What follows belongs to an exercise in optimizing a design on an open flow for small area, a short achievable clock period and few clock cycles per item; a production flow would make more cautious choices.
Where RTL was checked, it was by simulation tests only, not by an equivalence proof against the original.
Power is estimated from default activity; no workload was simulated.

Design huff_enc_top, start of the top module:
module huff_enc_top (
    input  logic        clk,
    input  logic        n_rst,
    input  logic        i_tbl_we,
    input  logic [7:0]  i_tbl_addr,
    input  logic [15:0] i_tbl_code,
    input  logic [4:0]  i_tbl_len,
    input  logic        i_start,
    input  logic        i_wait,
    input  logic [1:0]  i_comp,
    input  logic [31:0] i_data,
    output logic        o_valid,
    output logic [7:0]  o_data,
    output logic        o_done
);
    logic [16:0] dc_tab  [0:8];
    logic [16:0] ac_tab  [0:23];    
    logic [16:0] eob_tab;
    logic [16:0] wval;
    always_comb begin
        for (int i = 0; i < 17; i++) begin
            wval[i] = ((i_tbl_len == 5'(i)) ||
                       ((i < 16) && (i_tbl_len > 5'(i)) && i_tbl_code[i % 16]));
        end
    end
    always_ff @(posedge clk) begin
        if (n_rst && i_tbl_we) begin
            for (int c = 0; c < 9; c++)
                if (i_tbl_addr == 8'(c)) dc_tab[c] <= wval;
            for (int r = 0; r < 3; r++)
                for (int s = 1; s <= 8; s++)
                    if (i_tbl_addr == 8'(8'h40 | (r << 4) | s)) ac_tab[8*r + s - 1] <= wval;
            if (i_tbl_addr == 8'h80) eob_tab <= wval;
        end
    end
    logic               busy;
    logic               start;
    logic [7:0]         pred [0:2];
    logic [7:0]         psel;
    logic [8:0]         dsel;
    logic [7:0]         damp;
    logic [8:0]         achi  [1:3];
    logic [8:1]         acsz  [1:3];
    logic [7:0]         acamp [1:3];
    logic [3:1]         nz;
    assign start = i_start && !busy && !i_wait;
    always_comb begin
        case (i_comp)
            2'd0:    psel = pred[0];
            2'd1:    psel = pred[1];
            2'd2:    psel = pred[2];
            default: psel = '0;
        endcase
  ...
For scale: roughly 3700 cells after synthesis, about 660 flip-flops, ~0.034 mm² of cells after synthesis.
clock: 12.0 ns
lec_check: 0
abc_area: 1
cap_margin: 20
core_margin: 2
core_utilization: 55
slew_margin: 20
synth_hierarchical: 1
standard.sh (not shown) runs the stock make flow with config.mk's settings and CLKGATE_MAP_FILE= SYNTH_SCRIPT=/design/flow/synth_recipe.tcl, a recipe that flattens the netlist after the stock synthesis.
==> flow/flow/run.sh <==
#!/bin/bash
# Standard ORFS layout (the standard.sh) with stronger timing repair:
# a larger setup repair target, sizing not limited to same-footprint cells,
# and plain buffers on the ports instead of delay buffers.
set -euo pipefail
bash standard.sh finish \
  SETUP_SLACK_MARGIN=6.5 \
  MATCH_CELL_FOOTPRINT=0 \
  "BUFFER_PORTS_ARGS=-buffer_cell sky130_fd_sc_hd__buf_4" \
  > standard_flow.log 2>&1
The starting point ran to the end with no violations.
Edit:
--- a/flow/design.v
+++ b/flow/design.v
@@ -73,33 +73,29 @@
     always_ff @(posedge clk) begin
         if (!n_rst) begin
             pred[0] <= '0;
             pred[1] <= '0;
             pred[2] <= '0;
         end else if (start) begin
             if (i_comp == 2'd0) pred[0] <= i_data[7:0];
             if (i_comp == 2'd1) pred[1] <= i_data[7:0];
             if (i_comp == 2'd2) pred[2] <= i_data[7:0];
         end
     end
     logic [24:0] fs_dc;
-    logic [9*17-1:0] dc_flat;
-    always_comb
-        for (int c = 0; c < 9; c++) dc_flat[17*c +: 17] = dc_tab[c];
-    huff_dc_lookup u_dclk (
-        .i_tab (dc_flat),
-        .i_sel (dsel),
-        .i_amp (damp),
-        .o_fs  (fs_dc)
-    );
+    always_comb begin
+        fs_dc = 25'(damp);
+        for (int c = 0; c < 9; c++)
+            if (dsel[c]) fs_dc = fs_dc | (25'(dc_tab[c]) << c);
+    end
     logic [2:0]  rem;           
     logic [2:0]  rem_next;
     logic        nxt2, nxt3, nxte;
     logic [23:0] asel;          
     logic        esel;
     logic [7:0]  s_amp;
     logic [24:0] fs_ac;
     always_comb begin
         nxt2 = rem[0];
         nxt3 = !rem[0] && rem[1];
         nxte = !rem[0] && !rem[1] && rem[2];
         for (int sz = 1; sz < 9; sz++) begin
@@ -116,36 +112,29 @@
         if (!busy) begin
             esel     = !nz[1] && !nz[2] && !nz[3];
             s_amp    = acamp[1] | (nz[1] ? 8'h00 : (acamp[2] | (nz[2] ? 8'h00 : acamp[3])));
             if (nz[1])      rem_next = {!nz[3], nz[3], nz[2]};
             else if (nz[2]) rem_next = {!nz[3], nz[3], 1'b0};
             else            rem_next = 3'b000;
         end else begin
             esel     = nxte;
             s_amp    = (nxt2 ? acamp[2] : 8'h00) | (nxt3 ? acamp[3] : 8'h00);
             rem_next = nxt2 ? {rem[2:1], 1'b0} : 3'b000;
             if (nxt3) rem_next = {rem[2], 2'b00};
         end
-    end
-    logic [24*17-1:0] ac_flat;
-    always_comb
-        for (int e = 0; e < 24; e++) ac_flat[17*e +: 17] = ac_tab[e];
-    huff_ac_lookup u_aclk (
-        .i_tab  (ac_flat),
-        .i_eob  (eob_tab),
-        .i_sel  (asel),
-        .i_esel (esel),
-        .i_amp  (s_amp),
-        .o_fs   (fs_ac)
-    );
+        fs_ac = 25'(s_amp);
+        for (int e = 0; e < 24; e++)
+            if (asel[e]) fs_ac = fs_ac | (25'(ac_tab[e]) << (e % 8 + 1));
+        if (esel) fs_ac = fs_ac | 25'(eob_tab);
+    end
     logic [24:0] a_q, p_q;
     logic [25:0] ga, gp;
     logic [24:0] oha, ohp;
     logic [7:0]  galo;
     logic [2:0]  nalo;
     logic [4:0]  np;
     logic [7:0]  a_l8, p_l8, amask, pmask;
     logic [8:0]  pbeyond_v;
     logic [7:0]  p_sh, pm_sh;
     logic        pbeyond;
     logic        ge8, more, pempty;
     logic [31:0] w, x;
@@ -264,39 +253,12 @@
     logic [8:0] thm;
     always_comb begin
         sum = {i_v[7], i_v} - {i_p[7], i_p};
         sm1 = {i_v[7], i_v} + ~{i_p[7], i_p};
         u = sum[8] ? ~sm1 : sum;
         thm[8] = 1'b0;
         for (int b = 7; b >= 0; b--) thm[b] = |(u[7:0] & (8'hff << b));
         for (int b = 0; b < 8; b++) o_amp[b] = (sum[8] ? sm1[b] : sum[b]) & thm[b];
         o_sel[0] = !thm[0];
         for (int c = 1; c < 9; c++) o_sel[c] = thm[c-1] & !thm[c];
     end
 endmodule
-module huff_dc_lookup (
-    input  logic [9*17-1:0] i_tab,
-    input  logic [8:0]      i_sel,
-    input  logic [7:0]      i_amp,
-    output logic [24:0]     o_fs
-);
-    always_comb begin
-        o_fs = 25'(i_amp);
-        for (int c = 0; c < 9; c++)
-            if (i_sel[c]) o_fs = o_fs | (25'(i_tab[17*c +: 17]) << c);
-    end
-endmodule
-module huff_ac_lookup (
-    input  logic [24*17-1:0] i_tab,
-    input  logic [16:0]      i_eob,
-    input  logic [23:0]      i_sel,
-    input  logic             i_esel,
-    input  logic [7:0]       i_amp,
-    output logic [24:0]      o_fs
-);
-    always_comb begin
-        o_fs = 25'(i_amp);
-        for (int e = 0; e < 24; e++)
-            if (i_sel[e]) o_fs = o_fs | (25'(i_tab[17*e +: 17]) << (e % 8 + 1));
-        if (i_esel) o_fs = o_fs | 25'(i_eob);
-    end
-endmodule
What happened: Routed wire length rises by 4.2%. Sequential power is about the same. Setup slack improved by 0.14 ns. Register-to-register slack gets worse by 0.44 ns. Power shrinks by 0.66%. Global-route usage rises by 2.9 points.
Testbench counts after the change, summed over its fixed seeds: cycles 9,294, blocks 2,400.
For the first run of this note, only the layout was checked, not whether the RTL still works.

==> port drivers added, routing unchanged <==
Ports are ideal in the flow. The routed layouts listed here were re-timed in OpenROAD. Step 1 (the two cells are an assumption about what drives the block):
set clk [get_ports {clk}]
set_driving_cell -lib_cell sky130_fd_sc_hd__clkbuf_16 $clk
set_driving_cell -lib_cell sky130_fd_sc_hd__buf_2 [delete_from_list [all_inputs] $clk]
Step 2 also shifts input and output timing later by t, the mid clock arrival at the registers, as if the neighbouring blocks saw the same clock. a / b / c = ideal / step 1 / step 2; a / b = the first two.
run | t (ns) | slack for setup (ns) | hold WS [ns] | clock arrival spread, ns | worst data-port slew with drivers (ns)
the first run | 0.661 | 6.157 / 6.094 / 6.013 | 0.489 / 0.489 / 0.489 | 0.023 / 0.024 | 0.06
the second run | 0.683 | 6.300 / 6.233 / 5.898 | 0.485 / 0.485 / 0.485 | 0.043 / 0.042 | 0.20
After both steps setup and hold are still met in every run listed. For the second run, which loses most, drivers alone change the setup slack by -0.067 ns; drivers and shift together by -0.402 ns.
